This is an optimization exercise on Yosys and OpenROAD, whose aim is small area, a short achievable clock period and few clock cycles, not a production implementation. Only simulation tests tie the RTL to the original design; equivalence was not proved. No activity file was given, so power comes from the tool's default toggle rates.

### flow/run.sh
#!/bin/bash
# synth_recipe.tcl (not shown) runs the flow's synth.tcl, then flattens the netlist and writes it again
# the make line also repeats each setting of config.mk as NAME=value (left out here)
make -C /OpenROAD-flow-scripts/flow DESIGN_CONFIG=/design/flow/config.mk WORK_HOME=/design/flow/orfs CLKGATE_MAP_FILE= SYNTH_SCRIPT=/design/flow/synth_recipe.tcl finish
### flow/config.mk
export PLATFORM = sky130hd
export DESIGN_NAME = ss_pipeline
export DESIGN_NICKNAME = ss_pipeline
export VERILOG_FILES = /design/flow/design.v
export SDC_FILE = /design/flow/constraint.sdc
export NUM_CORES = 4
export LEC_CHECK = 0
export CAP_MARGIN = 20
export CORE_MARGIN = 2
export CORE_UTILIZATION = 40
export SETUP_SLACK_MARGIN = 3.2
export SLEW_MARGIN = 20
### flow/constraint.sdc
create_clock -name core_clock -period 6.0 [get_ports {clock}]
set_input_delay 1.2000 -clock core_clock [delete_from_list [all_inputs] [get_ports {clock}]]
set_output_delay 1.2000 -clock core_clock [all_outputs]
set_load 0.01 [all_outputs]
### flow/design.v
`default_nettype none
package ss_pkg;
	localparam int WAYS  = 3;   
	localparam int XLEN  = 16;
	localparam int PC_W  = 8;   
	localparam int REG_W = 3;
	localparam logic [3:0] OP_NOP  = 4'h0;
	localparam logic [3:0] OP_ADD  = 4'h1;
	localparam logic [3:0] OP_SUB  = 4'h2;
	localparam logic [3:0] OP_ADDI = 4'h3;
	localparam logic [3:0] OP_BNZ  = 4'h4;   
	localparam logic [3:0] OP_HALT = 4'h5;
endpackage
`default_nettype wire
`timescale 1ns/1ps
`default_nettype none
module reg_file (
	input  logic        clock,
	input  logic        reset,
	input  logic        wr_en,
	input  logic [2:0]  wr_rd,
	input  logic [15:0] wr_data,
	input  logic [2:0]  rs1,
	input  logic [2:0]  rs2,
	output logic [15:0] rd1,
	output logic [15:0] rd2
);
	logic [16*8-1:0] regs;
	assign regs[15:0] = '0;
	always_ff @(posedge clock) begin
		for (int r = 1; r < 8; r++) begin
			if (!reset)
				regs[16*r +: 16] <= '0;
			else if (wr_en && wr_rd == 3'(r))
				regs[16*r +: 16] <= wr_data;
		end
	end
	assign rd1 = regs[16*rs1 +: 16];
	assign rd2 = regs[16*rs2 +: 16];
endmodule
`default_nettype wire
`timescale 1ns/1ps
`default_nettype none
module fetch_unit (
	input  logic        clock,
	input  logic        reset,
	output logic [7:0]  imem_addr,
	input  logic [15:0] instr,
	output logic [2:0]  rs1,
	output logic [2:0]  rs2,
	input  logic [15:0] rd1,         
	input  logic [15:0] rd2,
	input  logic        x_wr,        
	input  logic [2:0]  x_rd,
	input  logic [15:0] x_sum,
	input  logic        x_zero,      
	output logic        d_valid,
	output logic [7:0]  d_pc,
	output logic [2:0]  d_rd,
	output logic        d_wr,
	output logic        d_alu,
	output logic        d_sub,
	output logic        d_halt,
	output logic [15:0] d_a,
	output logic [15:0] d_b
);
	logic [7:0]  pc;
	logic        stopped;
	logic [2:0]  rd;
	logic        is_alu, is_sub, is_addi, is_bnz, is_halt, wr, use1, use2;
	logic [15:0] imm;
	logic [7:0]  target;
	logic [15:0] a, b;
	logic        fwd1, fwd2, nz, taken;
	assign imem_addr = pc;
	decode_stage u_dec (
		.instr   (instr),
		.rd      (rd),
		.rs1     (rs1),
		.rs2     (rs2),
		.is_alu  (is_alu),
		.is_sub  (is_sub),
		.is_addi (is_addi),
		.is_bnz  (is_bnz),
		.is_halt (is_halt),
		.wr      (wr),
		.use1    (use1),
		.use2    (use2),
		.imm     (imm),
		.target  (target)
	);
	assign fwd1  = x_wr && x_rd == rs1;
	assign fwd2  = x_wr && x_rd == rs2;
	assign a     = fwd1 ? x_sum : rd1;
	assign b     = fwd2 ? x_sum : rd2;
	assign nz    = fwd1 ? !x_zero : rd1 != 16'd0;
	assign taken = is_bnz && nz;
	always_ff @(posedge clock) begin
		if (!reset) begin
			pc      <= '0;
			stopped <= 1'b0;
		end else if (!stopped) begin
			pc      <= taken ? target : pc + 8'd1;
			stopped <= is_halt;
		end
	end
	always_ff @(posedge clock) begin
		d_valid <= !stopped;
		d_pc    <= pc;
		d_rd    <= rd;
		d_wr    <= wr;
		d_alu   <= is_alu;
		d_sub   <= is_sub;
		d_halt  <= is_halt;
		d_a     <= is_sub ? ~a : a;
		d_b     <= is_addi ? imm : b;
		if (!reset)
			d_valid <= 1'b0;
	end
endmodule
`default_nettype wire
`timescale 1ns/1ps
`default_nettype none
module decode_stage (
	input  logic [15:0] instr,
	output logic [2:0]  rd,
	output logic [2:0]  rs1,
	output logic [2:0]  rs2,
	output logic        is_alu,    
	output logic        is_sub,
	output logic        is_addi,
	output logic        is_bnz,
	output logic        is_halt,
	output logic        wr,        
	output logic        use1,      
	output logic        use2,      
	output logic [15:0] imm,       
	output logic [7:0]  target     
);
	logic [3:0] op;
	assign op      = instr[15:12];
	assign rd      = instr[11:9];
	assign rs1     = instr[8:6];
	assign rs2     = instr[5:3];
	assign is_alu  = op == ss_pkg::OP_ADD || op == ss_pkg::OP_SUB || op == ss_pkg::OP_ADDI;
	assign is_sub  = op == ss_pkg::OP_SUB;
	assign is_addi = op == ss_pkg::OP_ADDI;
	assign is_bnz  = op == ss_pkg::OP_BNZ;
	assign is_halt = op == ss_pkg::OP_HALT;
	assign wr      = is_alu && rd != 3'd0;
	assign use1    = (is_alu || is_bnz) && rs1 != 3'd0;
	assign use2    = (op == ss_pkg::OP_ADD || op == ss_pkg::OP_SUB) && rs2 != 3'd0;
	assign imm     = {{10{instr[5]}}, instr[5:0]};
	assign target  = {2'b00, instr[5:0]};
endmodule
`default_nettype wire
`timescale 1ns/1ps
`default_nettype none
module exec_stage (
	input  logic        d_sub,
	input  logic [15:0] d_a,
	input  logic [15:0] d_b,
	output logic [15:0] sum,
	output logic        zero
);
	ks_add16 u_add (
		.a   (d_a),
		.b   (d_b),
		.inv (d_sub),
		.s   (sum)
	);
	assign zero = (d_a ^ d_b) == (d_sub ? 16'hffff : {d_a[14:0] | d_b[14:0], 1'b0});
endmodule
module ks_add16 (
	input  logic [15:0] a,
	input  logic [15:0] b,
	input  logic        inv,
	output logic [15:0] s
);
	logic [15:0] p, g;
	logic [15:0] gl [5];
	logic [15:0] pl [5];
	always_comb begin
		p = a ^ b;
		g = a & b;
		gl[0] = g;
		pl[0] = p;
		for (int l = 0; l < 4; l++) begin
			for (int i = 0; i < 16; i++) begin
				if (i >= (1 << l)) begin
					gl[l+1][i] = gl[l][i] | (pl[l][i] & gl[l][i - (1 << l)]);
					pl[l+1][i] = pl[l][i] & pl[l][i - (1 << l)];
				end else begin
					gl[l+1][i] = gl[l][i];
					pl[l+1][i] = pl[l][i];
				end
			end
		end
		s = (p ^ {16{inv}}) ^ {gl[4][14:0], 1'b0};
	end
endmodule
`default_nettype wire
`timescale 1ns/1ps
`default_nettype none
module ss_pipeline (
	input  logic         clock,
	input  logic         reset,
	output logic [7:0]   imem_addr,
	input  logic [47:0]  imem_data,
	output logic [2:0]   commit_valid,
	output logic [23:0]  commit_pc,
	output logic [2:0]   commit_wr_en,
	output logic [8:0]   commit_rd,
	output logic [47:0]  commit_data,
	output logic [2:0]   commit_stop,
	output logic         halted
);
	logic [2:0]  rs1, rs2;
	logic [15:0] rd1, rd2;
	logic        d_valid, d_wr, d_alu, d_sub, d_halt;
	logic [7:0]  d_pc;
	logic [2:0]  d_rd;
	logic [15:0] d_a, d_b;
	logic [15:0] sum;
	logic        zero;
	logic        x_wr;
	logic        c_valid, c_wr_en, c_stop;
	logic [7:0]  c_pc;
	logic [2:0]  c_rd;
	logic [15:0] c_data;
	assign x_wr = d_valid && d_wr;
	fetch_unit u_fetch (
		.clock     (clock),
		.reset     (reset),
		.imem_addr (imem_addr),
		.instr     (imem_data[15:0]),
		.rs1       (rs1),
		.rs2       (rs2),
		.rd1       (rd1),
		.rd2       (rd2),
		.x_wr      (x_wr),
		.x_rd      (d_rd),
		.x_sum     (sum),
		.x_zero    (zero),
		.d_valid   (d_valid),
		.d_pc      (d_pc),
		.d_rd      (d_rd),
		.d_wr      (d_wr),
		.d_alu     (d_alu),
		.d_sub     (d_sub),
		.d_halt    (d_halt),
		.d_a       (d_a),
		.d_b       (d_b)
	);
	reg_file u_reg_file (
		.clock   (clock),
		.reset   (reset),
		.wr_en   (x_wr),
		.wr_rd   (d_rd),
		.wr_data (sum),
		.rs1     (rs1),
		.rs2     (rs2),
		.rd1     (rd1),
		.rd2     (rd2)
	);
	exec_stage u_exec (
		.d_sub (d_sub),
		.d_a   (d_a),
		.d_b   (d_b),
		.sum   (sum),
		.zero  (zero)
	);
	always_ff @(posedge clock) begin
		c_valid <= d_valid;
		c_pc    <= d_pc;
		c_wr_en <= d_alu;
		c_rd    <= d_rd;
		c_data  <= d_alu ? sum : 16'd0;
		c_stop  <= d_halt;
		if (!reset)
			c_valid <= 1'b0;
	end
	assign commit_valid = {2'b00, c_valid};
	assign commit_pc    = {16'd0, c_pc};
	assign commit_wr_en = {2'b00, c_wr_en};
	assign commit_rd    = {6'd0, c_rd};
	assign commit_data  = {32'd0, c_data};
	assign commit_stop  = {2'b00, c_stop};
	always_ff @(posedge clock) begin
		if (!reset)
			halted <= 1'b0;
		else if (c_valid && c_stop)
			halted <= 1'b1;   
	end
endmodule
`default_nettype wire
==> results.py, run 1 <==
metrics = {
    "pwr": {
        "power.internal_w": 0.00227,
        "seq_power_share": 0.434,
        "leakagePower_nw": 4.92,
        "vdd_drop_max_mv": 0.193,
        "netSwitchingFraction": 0.299,
        "p_sw_w": 0.000967,
        "clkPwrFrac": 0.368,
        "combPwrFrac": 0.198,
        "power_density_nw_per_um2": 250,
    },
    "die": {
        "die_h_um": 167,
        "start_util": 0.406,
        "boundaryPins": 149,
        "dieWidth_um": 167,
        "core-area_um2": 26100,
        "die-area_um2": 27800,
        "std_cell_rows": 59,
    },
    "synth": {
        "ys_ff_latch": 200,
        "ys_seq_area_frac": 0.378,
        "synthCells": 1141,
        "synth_area_um2": 10600,
        "synth-edff-count": 0,
        "synthArstFlopShare": 0,
        "synthFlopType": "dfxtp_1",
        "yosysUniqueCellTypes": 67,
        "ys_warn_count": 6,
        "synth.avg_cell_area_um2": 9.28,
    },
    "worst_setup_path": {
        "endpoint_kind": "register",
        "critical-path-top-delay-family": "simple AND/OR/NAND/NOR gates",
        "criticalPathCategory": "input port to register",
        "cp_data_required_time_ns": 6.36,
        "cp_slowest_cell": "nor4_4",
        "critPathMaxFanout": 5,
        "crit_path_frequent_cell": "a221oi_4",
        "cp-start-kind": "input port",
        "critPathBufInv": 4,
        "crit_chain": "buf_12 -> buf_8 -> buf_6 -> mux2_4 -> a221oi_4 -> a221oi_4 -> nor4_4 -> buf_4 -> nand4_4 -> and2_4 -> a211oi_2",
        "crit_arrival_ns": 3.27,
        "r2r_slack_ns": 3.18,
        "cp_slowest_stage_delay_ns": 0.31,
    },
    "placed_design": {
        "io_buffers": 56,
        "dpl.hpwl_um": 18800,
        "routabilityCongestion": 0.847,
        "place_inst": 1464,
    },
    "final_layout": {
        "num_antenna_cells": 0,
        "area_delta_synth_final_pct": 22.1,
        "utilization": 0.496,
        "drive_gt1_frac": 0.205,
        "layoutNonFillerInstCount": 1548,
        "fillers": 2387,
        "layout_commonest_cell": "dfxtp_1",
        "num-nets-final": 1281,
        "layout_common_cells": "dfxtp_1 (198), nor2_1 (135), a211oi_1 (93)",
    },
    "run_status": {
        "outcome": "finished clean",
    },
    "sta": {
        "setup_tns_ns": 0,
        "setup_viol": 0,
        "period_share": 0.485,
        "hold_violations": 0,
        "relSlewSlack": 0.295,
        "slew_viol_final": 0,
        "post-route-min-period_ns": 2.91,
        "finClkSkew_ns": 0.0125,
        "worst_slew_pin_slew_ns": 1.06,
        "rsz0062_at_grt": "yes",
        "fmax_ghz": 0.344,
    },
    "detailed_routing": {
        "drtAntennaViolNets": 0,
        "dr.pass1.iters": 8,
        "drt-initial-drc-count": 732,
        "avgRoutedWirePerCell_um": 19.5,
        "wl_um": 30300,
        "drc": 0,
        "viasPerCell": 5.59,
        "vias": 8651,
    },
    "global_route": {
        "antenna_found_initial": 0,
        "grt_max_degree": 95,
        "grt_pass1_vias": 7958,
        "grt_usage": 0.214,
        "grt_first_pass_wirelength_um": 46600,
        "overflow": 0,
    },
    "worst_hold_path": {
        "hold_class": "register to register",
    },
    "cts": {
        "clk_pin_slew_ns": 0.08,
        "cts_buffers": 17,
        "cts_root_buffer": "clkbuf_16",
        "tritoncts": "yes",
        "cts_hold_buffers": 0,
        "clock-sinks": 200,
        "clk_path_buf_depth": 2,
        "clk_latency_ns": 0.45,
        "ctsHtreeMaxLevel": 4,
    },
    "flow_run": {
        "maxCapViolations": 0,
    },
}
-- synth_stat cells, types with 24 or more instances --
library cell	count	area share
inv_1	45	0.016
o21ai_0	27	0.013
nand2_1	48	0.017
ha_1	31	0.037
nand3_1	35	0.017
buf_4	66	0.047
dfxtp_1	200	0.38
a211oi_1	94	0.067
a21oi_1	32	0.015
clkbuf_1	66	0.023
xor2_1	31	0.026
xnor2_1	24	0.020
nor2_1	142	0.050
mux4_2	24	0.051
-- layer usage --
layer / up-vias / share of wire / global-route usage
met5: - / 0 / 0
met4: 0 / 0.022 / 0.0618
met3: 46 / 0.054 / 0.0314
met2: 282 / 0.47 / 0.347
met1: 4164 / 0.45 / 0.296
li1: 4159 / - / -
-- flip-flops by register name (all words and copies together), names as in the netlist, 3 cells and up --
signal and flops:
u_fetch.d_b 16, u_reg_file.regs 112, u_fetch.d_a 16, u_fetch.pc 8, u_fetch.d_rd 3, c_rd 3
c_data 16, u_fetch.d_pc 8, c_pc 8
-- logic make-up after synthesis --
family,Yosys count,share of synthesized area
AOI/OAI and AO/OA,289,0.208
buffers and inverters,195,0.0961
DFF,200,0.378
muxes,78,0.106
xor gates and xnor gates,56,0.0470
other,1,0.000354
and+or+nand+nor,291,0.128
adders and majority gates,31,0.0366
-- final timing paths --
path | from | end | cells past startpoint
min | u_fetch.d_halt$_DFF_P_ | c_stop$_DFF_P_ | 0
min reg2reg | u_fetch.d_halt$_DFF_P_ | c_stop$_DFF_P_ | 0
max reg2reg | u_fetch.d_b[13]$_DFF_P_ | u_fetch.pc[1]$_SDFFE_PN0N_ | 9
max | imem_data[8] | u_fetch.pc[1]$_SDFFE_PN0N_ | 11
-- metrics by stage --
step	area [µm²]	hold WS (ns)	worst slack (ns)	power, W
3_5_place_dp	11200	0.314	1.46	0.00195
3_3_place_gp	11200	0.310	1.41	0.00195
2_1_floorplan	10900	0.310	2.93	0.00181
4_1_cts	12600	0.322	3.06	0.00321
5_1_grt	12900	0.329	3.00	0.00336
6_report	12900	0.321	3.09	0.00324
-- cell type report --
type / instances / area, µm² / area share
Tap cell: 335 / 419 / 0.0324
Multi-Input combinational cell: 806 / 6360 / 0.492
Inverter: 45 / 171 / 0.0133
Timing Repair Buffer: 130 / 1380 / 0.106
Clock buffer: 18 / 439 / 0.0340
Sequential cell: 200 / 4010 / 0.310
Clock inverter: 14 / 160 / 0.0124
-- power groups by stage --
stage          logic, W  clock network, W  registers, W
3_5_place_dp   0.000517                 0       0.00143
5_1_grt        0.000681           0.00127       0.00141
6_report       0.000642           0.00119       0.00140
2_1_floorplan  0.000374                 0       0.00143
4_1_cts        0.000595           0.00121       0.00140
3_3_place_gp   0.000514                 0       0.00143
-- repair_timing --
item | CTS | global route
resized for setup | 81 | 41
setup endpoints to repair | 81 | 56
buffers inserted | 30 | 18
cloned | 4 | 0
pin swaps | 21 | 11
Testbench counts, summed over its fixed seeds: cycles 8,821.
==> run 2: changes to the inputs <==
--- a/flow/config.mk
+++ b/flow/config.mk
@@ -8,5 +8,5 @@
 export CAP_MARGIN = 20
 export CORE_MARGIN = 2
-export CORE_UTILIZATION = 40
-export SETUP_SLACK_MARGIN = 3.2
+export CORE_UTILIZATION = 60
+export SETUP_SLACK_MARGIN = 3
 export SLEW_MARGIN = 20
==> results.py, run 2 <==
metrics = {
    "worst_setup_path": {
        "crit_arrival_ns": 3.43,
        "reg2reg_depth": 9,
        "r2r_end": "u_reg_file.regs[126]$_SDFFE_PN0P_",
        "cp_data_required_time_ns": 6.36,
        "crit_start": "imem_data[6]",
        "crit_chain": "buf_16 -> buf_4 -> bufbuf_16 -> a221o_1 -> a22o_1 -> nor4b_4 -> buf_6 -> nand4_4 -> and2_4 -> a211oi_2",
        "cp-start-kind": "input port",
        "critPathMaxFanout": 13,
        "cp_slowest_stage_delay_ns": 0.36,
        "endpoint": "u_fetch.pc[7]$_SDFFE_PN0N_",
        "r2r_slack_ns": 3.15,
        "cp_slowest_cell": "a221o_1",
        "criticalPathCategory": "input port to register",
        "timing.rr.start": "u_fetch.d_a[10]$_DFF_P_",
        "endpoint_kind": "register",
    },
    "sta": {
        "finClkSkew_ns": 0.00927,
        "post-route-min-period_ns": 3.07,
        "hold_violations": 0,
        "rsz0062_at_grt": "yes",
        "worst_slew_pin_slew_ns": 1.07,
        "slew_viol_final": 0,
        "setup_viol": 0,
        "fin_ws_ns": 2.93,
        "relSlewSlack": 0.280,
        "fmax_ghz": 0.325,
        "setup_tns_ns": 0,
        "period_share": 0.512,
    },
    "die": {
        "core-area_um2": 17300,
        "start_util": 0.612,
        "die-area_um2": 18700,
        "boundaryPins": 149,
        "dieWidth_um": 137,
        "die_h_um": 137,
        "std_cell_rows": 48,
    },
    "synth": {
        "ys_warn_count": 6,
        "synth_area_um2": 10600,
        "synthCells": 1141,
        "yosysTopAreaCell": "dfxtp_1",
        "synthArstFlopShare": 0,
        "synth_commonest_cells": "dfxtp_1 (200), nor2_1 (142), a211oi_1 (94)",
        "ys_seq_area_frac": 0.378,
        "netlist_top_cells_area": "dfxtp_1 (38%), a211oi_1 (6.7%), mux4_2 (5.1%), nor2_1 (5.0%), buf_4 (4.7%)",
        "synth-edff-count": 0,
        "ys_ff_latch": 200,
        "synth.avg_cell_area_um2": 9.28,
        "synthFlopType": "dfxtp_1",
        "yosysUniqueCellTypes": 67,
        "synth_top_area_frac": 0.378,
        "yosysMostFrequentCell": "dfxtp_1",
    },
    "placed_design": {
        "dpl.hpwl_um": 18100,
        "io_buffers": 56,
        "place_ws_ns": 1.75,
        "dpl_cell_area_um2": 11100,
        "routabilityCongestion": 0.921,
    },
    "final_layout": {
        "utilization": 0.721,
        "drive_gt1_frac": 0.183,
        "num-nets-final": 1274,
        "num_antenna_cells": 0,
        "fin_area_um2": 12500,
        "fillers": 1375,
        "layout_common_cells": "dfxtp_1 (199), nor2_1 (136), a211oi_1 (93)",
        "largest_register_ffs": 112,
        "layout_commonest_cell": "dfxtp_1",
        "top_register": "u_reg_file.regs",
        "area_delta_synth_final_pct": 17.7,
    },
    "worst_hold_path": {
        "hold_class": "register to register",
        "min_delay_path_depth": 0,
        "worstHoldStart": "u_fetch.d_pc[2]$_DFF_P_",
    },
    "detailed_routing": {
        "wl_um": 29800,
        "vias": 8916,
        "drtAntennaViolNets": 0,
        "drt-initial-drc-count": 868,
        "dr.pass1.iters": 6,
        "drc": 0,
        "avgRoutedWirePerCell_um": 20.9,
        "viasPerCell": 6.23,
    },
    "cts": {
        "cts_hold_buffers": 0,
        "ctsHtreeMaxLevel": 4,
        "tritoncts": "yes",
        "clk_pin_slew_ns": 0.07,
        "cts_root_buffer": "clkbuf_16",
        "clock-sinks": 200,
        "cts_buffers": 17,
        "clk_path_buf_depth": 2,
        "clk_latency_ns": 0.44,
    },
    "global_route": {
        "overflow": 0,
        "grt_max_degree": 103,
        "grt_pass1_vias": 7908,
        "grt_first_pass_wirelength_um": 45300,
        "grt_usage": 0.320,
        "antenna_found_initial": 0,
    },
    "pwr": {
        "vdd_drop_max_mv": 0.207,
        "leakagePower_nw": 4.82,
        "power_density_nw_per_um2": 253,
    },
    "flow_run": {
        "maxCapViolations": 0,
    },
    "run_status": {
        "outcome": "finished clean",
    },
}
## run 2: cell counts after synthesis
No cell type changed its count.
## run 2: cell type report
class	count	area, µm²	share of cell area
inverter	45	173	0.0139
sequential	200	4010	0.321
timing repair inverter	1	7.51	0.000602
timing repair buffer	122	1310	0.105
tap	225	282	0.0226
multi-input combinational	806	6110	0.490
clock buffer	19	443	0.0355
clock inverter	13	135	0.0108
## run 2: worst min path at each step
| stage | to |
|---|---|
| final | c_pc[2]$_DFF_P_ |
| after global routing | c_pc[7]$_DFF_P_ |
| after CTS | c_pc[1]$_DFF_P_ |
| after global placement | c_pc[2]$_DFF_P_ |
| after floorplan | c_pc[0]$_DFF_P_ |
| after detailed placement | c_pc[0]$_DFF_P_ |
## run 2: routing by layer
metal,wire length (µm),vias up,track usage
li1,-,4127,-
met1,12700,4246,0.443
met2,13800,473,0.509
met3,2660,70,0.0556
met4,709,0,0.107
met5,0,-,0
## run 2: through the flow
| stage | power [W] | hold slack (ns) | std cells |
|---|---|---|---|
| after floorplan | 0.00180 | 0.310 | 1200 |
| after global placement | 0.00194 | 0.310 | 1357 |
| after detailed placement | 0.00195 | 0.312 | 1357 |
| after CTS | 0.00311 | 0.329 | 1419 |
| after global routing | 0.00326 | 0.334 | 1431 |
| final | 0.00316 | 0.325 | 1431 |
## run 2: repair_timing
action,4_1_cts,5_1_grt
setup endpoints to repair,36,38
gates cloned,6,1
buffers inserted,24,10
gates resized for setup,53,28
pin swaps,9,11
## run 2: cells by family (layout without fill, tap and decap cells)
kind of cell,after synthesis,count (layout),share of synthesized area
flip-flops,200,200,0.378
XOR/XNOR,56,56,0.0470
other,1,60,0.000354
buffers and inverters,195,200,0.0961
adder cells (fa/ha/maj),31,31,0.0366
AO/OA/AOI/OAI,289,289,0.208
multiplexers,78,78,0.106
AND/OR/NAND/NOR,291,292,0.128
## run 2: critical path, delay by kind of cell
kind                   cells  cell delay (ns)
AO/OA/AOI/OAI              3             0.77
buffers and inverters      4             0.76
AND/OR/NAND/NOR            3             0.69
## run 2: where the power goes
group	leakage, nW	internal, W	switching (W)
Clock	0.276	0.000597	0.000545
Sequential	1.63	0.00137	0.0000303
Combinational	2.92	0.000242	0.000369
==> run 3: changes to the inputs <==
--- a/flow/config.mk
+++ b/flow/config.mk
@@ -8,5 +8,5 @@
 export CAP_MARGIN = 20
 export CORE_MARGIN = 2
-export CORE_UTILIZATION = 60
+export CORE_UTILIZATION = 40
 export SETUP_SLACK_MARGIN = 3
 export SLEW_MARGIN = 20
==> results.py, run 3 <==
metrics = {
    "run_status": {
        "outcome": "finished clean",
    },
    "synth": {
        "synth_commonest_cells": "dfxtp_1 (200), nor2_1 (142), a211oi_1 (94)",
        "synthCells": 1141,
        "yosysMostFrequentCell": "dfxtp_1",
        "synth_top_area_frac": 0.378,
        "ys_warn_count": 6,
        "synth_area_um2": 10600,
        "yosysTopAreaCell": "dfxtp_1",
        "ys_seq_area_frac": 0.378,
        "ys_ff_latch": 200,
        "synthArstFlopShare": 0,
        "synth.avg_cell_area_um2": 9.28,
        "yosysUniqueCellTypes": 67,
        "synthFlopType": "dfxtp_1",
        "netlist_top_cells_area": "dfxtp_1 (38%), a211oi_1 (6.7%), mux4_2 (5.1%), nor2_1 (5.0%), buf_4 (4.7%)",
        "synth-edff-count": 0,
    },
    "sta": {
        "rsz0062_at_grt": "yes",
        "finClkSkew_ns": 0.0102,
        "worst_slew_pin_slew_ns": 1.05,
        "setup_viol": 0,
        "post-route-min-period_ns": 3.01,
        "fmax_ghz": 0.332,
        "hold_violations": 0,
        "slew_viol_final": 0,
        "setup_tns_ns": 0,
        "period_share": 0.502,
        "relSlewSlack": 0.296,
    },
    "detailed_routing": {
        "dr.pass1.iters": 7,
        "drtAntennaViolNets": 0,
        "wl_um": 30200,
        "avgRoutedWirePerCell_um": 19.8,
        "drc": 0,
        "drt-initial-drc-count": 808,
        "vias": 8634,
        "wl_met2_um": 14200,
        "met3_length_um": 2070,
        "viasPerCell": 5.65,
        "topRoutingLayerUsed": "met4",
        "met1_length_um": 13300,
    },
    "worst_setup_path": {
        "cp_slowest_stage_delay_ns": 0.35,
        "critPathBufInv": 4,
        "critical-path-top-delay-family": "compound AO/OA/AOI/OAI gates",
        "cp_data_required_time_ns": 6.37,
        "cp-start-kind": "input port",
        "crit_chain": "buf_12 -> buf_8 -> buf_4 -> mux2_4 -> a221oi_2 -> a221oi_2 -> nor4_2 -> buf_4 -> nand4_2 -> a22o_1 -> o211ai_1",
        "cp_slowest_cell": "nor4_2",
        "crit_arrival_ns": 3.38,
        "critPathMaxFanout": 8,
        "r2r_slack_ns": 3.05,
        "endpoint_kind": "register",
        "criticalPathCategory": "input port to register",
    },
    "cts": {
        "cts_root_buffer": "clkbuf_16",
        "clk_path_buf_depth": 2,
        "ctsHtreeMaxLevel": 4,
        "clk_latency_ns": 0.44,
        "clk_pin_slew_ns": 0.08,
        "tritoncts": "yes",
        "cts_buffers": 17,
        "clock-sinks": 200,
        "cts_hold_buffers": 0,
    },
    "global_route": {
        "antenna_found_initial": 0,
        "overflow": 0,
        "grt_max_degree": 55,
        "grt_usage": 0.214,
        "grt_first_pass_wirelength_um": 46400,
        "grt_pass1_vias": 8079,
    },
    "final_layout": {
        "layout_commonest_cell": "dfxtp_1",
        "layout_common_cells": "dfxtp_1 (200), nor2_1 (135), a211oi_1 (93)",
        "top_register": "u_reg_file.regs",
        "drive_gt1_frac": 0.172,
        "area_delta_synth_final_pct": 17.5,
        "largest_register_ffs": 112,
        "num_antenna_cells": 0,
        "utilization": 0.478,
        "num-nets-final": 1262,
    },
    "die": {
        "start_util": 0.406,
        "dieWidth_um": 167,
        "die_h_um": 167,
        "die-area_um2": 27800,
        "core-area_um2": 26100,
        "std_cell_rows": 59,
        "boundaryPins": 149,
    },
    "pwr": {
        "vdd_drop_max_mv": 0.196,
        "power_density_nw_per_um2": 256,
        "leakagePower_nw": 4.74,
    },
    "placed_design": {
        "routabilityCongestion": 0.847,
        "dpl.hpwl_um": 18600,
        "io_buffers": 56,
    },
    "worst_hold_path": {
        "hold_class": "register to register",
    },
    "flow_run": {
        "maxCapViolations": 0,
    },
}
-- run 3: cell counts after synthesis --
Identical to the previous run, type by type.
-- run 3: final timing paths --
check | from | endpoint | cells past startpoint
worst max-delay path | imem_data[8] | u_fetch.pc[2]$_SDFFE_PN0N_ | 11
worst min-delay path | u_fetch.d_pc[4]$_DFF_P_ | c_pc[4]$_DFF_P_ | 0
worst max register to register | u_fetch.d_a[4]$_DFF_P_ | u_fetch.d_b[9]$_DFF_P_ | 9
worst min register to register | u_fetch.d_pc[4]$_DFF_P_ | c_pc[4]$_DFF_P_ | 0
-- run 3: timing repair --
action                     4_1_cts  5_1_grt
pin swaps                       10        9
gates cloned                     4        1
gates resized for setup         56       16
buffers inserted                21        5
setup endpoints to repair       95       37
-- run 3: worst reg2reg max path, delay by kind of cell, from the launching register on --
kind / cells / cell delay, ns
compound gates: 5 / 1.37
xor+xnor: 1 / 0.42
fa+ha+maj: 1 / 0.39
buf+inv: 1 / 0.07
flops: 1 / 0.38
simple gates: 1 / 0.19
-- run 3: final cells by class --
class	instances	area, µm²
clock buffers	17	425
clock inverters	15	178
fillers	2468	13600
inverters	45	175
multi-input cells	806	6100
flip-flops and latches	200	4000
well taps	335	419
repair buffers	110	1140
repair inverters	1	7.51
-- run 3: stage by stage --
stage / cells / total power (W) / area [µm²] / hold slack [ns] / worst slack, ns
global placement: 1466 / 0.00196 / 11200 / 0.310 / 1.35
detailed placement: 1466 / 0.00196 / 11200 / 0.312 / 1.33
finish: 1529 / 0.00319 / 12400 / 0.331 / 2.99
CTS: 1523 / 0.00317 / 12300 / 0.331 / 2.99
floorplan: 1200 / 0.00180 / 10900 / 0.310 / 2.93
global route: 1529 / 0.00329 / 12400 / 0.340 / 2.93
-- run 3: metal layers --
layer	vias to the layer above	global-route usage
li1	4104	-
met1	4134	0.288
met2	351	0.349
met3	45	0.0373
met4	0	0.0701
met5	-	0
-- run 3: power by group --
group	internal [W]	switching [W]	total (W)	leakage, nW
clock	0.000599	0.000586	0.00119	0.288
combinational	0.000231	0.000366	0.000598	2.82
sequential	0.00137	0.0000300	0.00140	1.63
-- run 3: cell families (layout without fill, tap and decap cells) --
group	Yosys count	after routing	share of synthesized area
AND/OR/NAND/NOR	291	292	0.128
buffers and inverters	195	188	0.0961
XOR/XNOR	56	56	0.0470
other	1	60	0.000354
adder cells (fa/ha/maj)	31	31	0.0366
AO/OA/AOI/OAI	289	289	0.208
multiplexers	78	78	0.106
flip-flops	200	200	0.378

## afterwards: timing with drivers on the ports
Ports are ideal in the flow. The routed layouts listed here were re-timed in OpenROAD. Step 1 assumes that a clkbuf_16 drives the clock port and a buf_2 every other input. Step 2 times the ports against the registers' clock, not the clock port: input delays grow and output delays shrink by t, the midpoint of the rising clock arrivals with the driver on. Slacks: no drivers / after step 1 / after step 2; pairs: no drivers / after step 1.
run | t, ns | slack for setup (ns) | worst setup path at the end | cell pins on the clock port's net
run 1 | 0.486 | 3.091 / 3.015 / 2.528 | input to register | 1
run 2 | 0.484 | 2.925 / 2.903 / 2.418 | input to register | 1
run 3 | 0.488 | 2.990 / 2.991 / 2.502 | input to register | 1
After both steps every run listed still meets setup and hold. The setup slack of run 1, which loses most, moves by -0.076 ns with the drivers and by -0.563 ns with both steps.
